Context: an optimization exercise on an open-source flow, tuned for small area, a short achievable clock period and few clock cycles per item. The choices shown serve that exercise and are no tape-out recipe.
Where RTL was checked, it was by simulation tests only, not by an equivalence proof against the original.
Power and IR drop assume default switching activity.

== 07-16 ==
Design lane_runner_solver, start of the top module:
module lane_runner_solver
#(
  parameter int LANES = 4,
  parameter int COLS  = 64,
  parameter int LW    = $clog2(LANES)
) (
  input  wire logic             clk,
  input  wire logic             rst,
  input  wire logic             in_valid,
  input  wire logic [LW-1:0]    init,
  input  wire logic [2*LANES-1:0] in_map,
  output wire logic             out_valid,
  output wire logic [1:0]       out,
  output wire logic [LW-1:0]    lane_out,
  output wire logic             no_path
);
Settings: LEC_CHECK=0, CAP_MARGIN=20, CORE_MARGIN=2, CORE_UTILIZATION=65, CTS_CLUSTER_DIAMETER=100, CTS_CLUSTER_SIZE=25, PLACE_DENSITY=0.75, SETUP_SLACK_MARGIN=3.4, SLEW_MARGIN=20; clock period 5.5 ns.
run.sh (not shown) runs the stock make flow with config.mk's settings and CLKGATE_MAP_FILE= SYNTH_SCRIPT=/design/flow/synth_recipe.tcl, a recipe that flattens the netlist after the stock synthesis.
Testbench counts of 07-16, summed over its fixed seeds: cycles 130,638, maps 1,200.
Changes in 10-27 relative to 07-16:
-- flow/design.v --
<<< 07-16, line 273
      a_first_q   <= w_take0;
      a_step_q    <= w_take;
      a_last_q    <= w_last;
      if (w_take0) begin
        load_q <= 1'b1;
>>> 10-27, line 273
      a_first_q   <= w_take0;
      a_step_q    <= w_take;
      a_last_q    <= w_last && (|w_reach);
      if (w_take0) begin
        load_q <= 1'b1;
<<< 07-16, line 283
        end else if (w_last) begin
          load_q      <= 1'b0;
        end
      end else if (a_last_q) begin
>>> 10-27, line 283
        end else if (w_last) begin
          load_q      <= 1'b0;
          no_path_q   <= !(|w_reach);
        end
      end else if (a_last_q) begin
==> run summary <==
Diff 07-16 -> 10-27: detailed-routed wire length on met3 went up, non-clock buffer count now sits lower, wire length higher, synthesized area flat, area share of and/or/nand/nor cells after synthesis now sits lower.
10-27 ends up with lower depth of the most critical reg-to-reg path than 07-16 does.
Delta (10-27 minus 07-16): later-pin clock latency in the skew report barely changed, final worst-path setup slack dropped 0.0089 ns, total power after layout climbed 0.31%, via count climbed about 1.5%.
10-27 gives more share of power burned in the clock network than 07-16 did.
Cmp 10-27 vs 07-16: post-route fraction of the period consumed by the critical path higher in 10-27
Higher via count of the first global-routing pass was reported by 10-27, not 07-16.
Testbench counts of 10-27, summed over its fixed seeds: cycles 130,290, maps 1,200.

---

Another version of the RTL of lane_runner_solver (not shown whole).
For scale: about 530 flip-flops, roughly 19 I/O pins, roughly 17000 um2 of cells after synthesis.
Design lane_runner_solver, start of the top module:
module lane_runner_solver
#(
  parameter int LANES = 4,
  parameter int COLS  = 64,
  parameter int LW    = $clog2(LANES)
) (
  input  wire logic             clk,
  input  wire logic             rst,
  input  wire logic             in_valid,
  input  wire logic [LW-1:0]    init,
  input  wire logic [2*LANES-1:0] in_map,
  output wire logic             out_valid,
  output wire logic [1:0]       out,
  output wire logic [LW-1:0]    lane_out,
  output wire logic             no_path
);
clock: 5.5 ns
lec_check: 0
cap_margin: 20
core_margin: 2
core_utilization: 40
cts_cluster_diameter: 100
cts_cluster_size: 25
setup_slack_margin: 3.4
slew_margin: 20
Edit:
--- a/flow/design.v
+++ b/flow/design.v
@@ -75,13 +75,12 @@
   logic [LANES-1:0][LANES-1:0] ord_q;     
   logic [LANES-1:0][2:0]       sel_q;     
   logic [LANES-1:0][PW-1:0]    path_q;
   logic [LANES-1:0]            esel_q;    
   logic                 out_valid_q;
   logic [1:0]           out_q;
-  logic [1:0]           nxt_q;     
   logic [LW-1:0]        lane_out_q;
   logic                 no_path_q;
   logic w_take0, w_take, w_last;
   assign w_take0 = in_valid && !load_q && !emit_q;
   assign w_take  = in_valid && load_q;
   assign w_last  = w_take && (cnt_q == CW'(COLS - 1));
@@ -98,13 +97,12 @@
   logic [LANES-1:0]            w_reach;
   logic [LANES-1:0][LANES-1:0] w_ord;
   logic [LANES-1:0]            w_hc;      
   logic [LANES-1:0]            w_best;    
   logic [LANES-1:0]            w_end;     
   logic [LANES-1:0][1:0]       w_top;     
-  logic [LANES-1:0][1:0]       w_top2;    
   logic [LANES-1:0][LW-1:0]    w_top_lane;
   for (genvar i = 0; i < LANES; i++) begin : g_bef_i
     for (genvar j = 0; j < LANES; j++) begin : g_bef_j
       if (i < j) begin : g_lt
         assign w_bef[i][j] = ord_q[i][j];
       end else if (i > j) begin : g_gt
@@ -210,45 +208,39 @@
       end
     end
     for (genvar b = 0; b < 2; b++) begin : g_top
       assign w_top[d][b] = (sel_q[d][0] && path_q[DL][PW-2+b]) ||
                            (sel_q[d][1] && path_q[d][PW-2+b]) ||
                            (sel_q[d][2] && path_q[DR][PW-2+b]);
-      assign w_top2[d][b] = !((sel_q[d][0] && path_q[DL][PW-4+b]) ||
-                              (sel_q[d][1] && path_q[d][PW-4+b]) ||
-                              (sel_q[d][2] && path_q[DR][PW-4+b]));
     end
     assign w_top_lane[d] = (w_top[d] == lane_runner_pkg::ACT_RIGHT) ? lane_q + LW'(1) :
                            (w_top[d] == lane_runner_pkg::ACT_LEFT)  ? lane_q - LW'(1) : lane_q;
     always_ff @(posedge clk) path_q[d] <= w_next;
   end
-  logic [LANES-1:0][1:0]    w_emit_l, w_first_l, w_second_l;
+  logic [LANES-1:0][1:0]    w_emit_l, w_first_l;
   logic [LANES-1:0][LW-1:0] w_lane1_l;
-  logic [1:0]    w_emit_act, w_first, w_second;
+  logic [1:0]    w_emit_act, w_first;
   logic [LW-1:0] w_emit_lane, w_lane1;
   for (genvar l = 0; l < LANES; l++) begin : g_emit
-    assign w_emit_l[l]   = esel_q[l] ? w_top2[l] : 2'b00;
-    assign w_first_l[l]  = w_best[l] ? w_top[l] : 2'b00;
-    assign w_second_l[l] = w_best[l] ? w_top2[l] : 2'b00;
-    assign w_lane1_l[l]  = w_best[l] ? w_top_lane[l] : LW'(0);
+    assign w_emit_l[l]  = esel_q[l] ? w_top[l] : 2'b00;
+    assign w_first_l[l] = w_best[l] ? w_top[l] : 2'b00;
+    assign w_lane1_l[l] = w_best[l] ? w_top_lane[l] : LW'(0);
   end
   always_comb begin
     w_emit_act = '0;
     w_first    = '0;
-    w_second   = '0;
     w_lane1    = '0;
     for (int l = 0; l < LANES; l++) begin
       w_emit_act = w_emit_act | w_emit_l[l];
       w_first    = w_first | w_first_l[l];
-      w_second   = w_second | w_second_l[l];
       w_lane1    = w_lane1 | w_lane1_l[l];
     end
   end
-  assign w_emit_lane = (nxt_q == lane_runner_pkg::ACT_RIGHT) ? lane_q + LW'(1) :
-                       (nxt_q == lane_runner_pkg::ACT_LEFT)  ? lane_q - LW'(1) : lane_q;
-  always_ff @(posedge clk) begin
+  assign w_emit_lane = (w_emit_act == lane_runner_pkg::ACT_RIGHT) ? lane_q + LW'(1) :
+                       (w_emit_act == lane_runner_pkg::ACT_LEFT)  ? lane_q - LW'(1) : lane_q;
+  always_ff @(posedge clk or posedge rst) begin
     if (rst) begin
       load_q      <= 1'b0;
       emit_q      <= 1'b0;
       cnt_q       <= '0;
       out_valid_q <= 1'b0;
       no_path_q   <= 1'b0;
@@ -284,17 +276,15 @@
     if (w_take0) ord_q <= '0;
     else         ord_q <= w_ord;
     sel_q <= w_sel;
     if (w_last) begin
       esel_q     <= w_end;
       out_q      <= w_first;
-      nxt_q      <= w_second;
       lane_out_q <= w_lane1;
     end else begin
-      out_q      <= nxt_q;
-      nxt_q      <= w_emit_act;
+      out_q      <= w_emit_act;
       lane_out_q <= w_emit_lane;
     end
     if (w_take0)     lane_q <= init;
     else if (w_last) lane_q <= w_lane1;
     else if (emit_q) lane_q <= w_emit_lane;
   end
Global-route usage climbs by 1.7 points. Power drops by about a fifth. Sequential power drops by about a fifth. Wire length climbs by a little under a tenth. Area after synthesis barely changes. Via count climbs slightly. Setup slack got worse by 0.097 ns. Core utilization climbs by 0.10 points. Die area barely changes. Design area is about the same.
Function was not checked in any run of this note: the RTL went through the layout flow alone.

## separate check: timing with driven ports
How much do the figures lean on ideal ports? The routed layouts below were timed once more, with nothing changed but the port constraints.
Step 1, drivers: a clkbuf_16 drives clk and a buf_2 each remaining input, both assumed.
Step 2 times the ports against the registers' clock, not the clock port: input delays grow and output delays shrink by t, the midpoint of the rising clock arrivals with the driver on.
Three values: ideal ports, drivers, drivers and shift; two values: the first two.
| run | t (ns) | setup slack, ns | clock arrival spread, ns | worst register clock-pin slew, ns |
|---|---|---|---|---|
| 07-16 | 0.596 | 3.410 / 3.363 / 2.859 | 0.012 / 0.012 | 0.10 / 0.10 |
| 10-27 | 0.603 | 3.401 / 3.351 / 3.040 | 0.012 / 0.013 | 0.10 / 0.10 |
| the first run of note 2 | 0.612 | 3.323 / 3.318 / 2.736 | 0.042 / 0.042 | 0.10 / 0.10 |
| the second run of note 2 | 0.606 | 3.225 / 3.225 / 2.687 | 0.016 / 0.016 | 0.10 / 0.10 |
After both steps setup and hold are still met in every run listed. The setup slack of the first run of note 2, which loses most, moves by -0.005 ns with the drivers and by -0.587 ns with both steps.
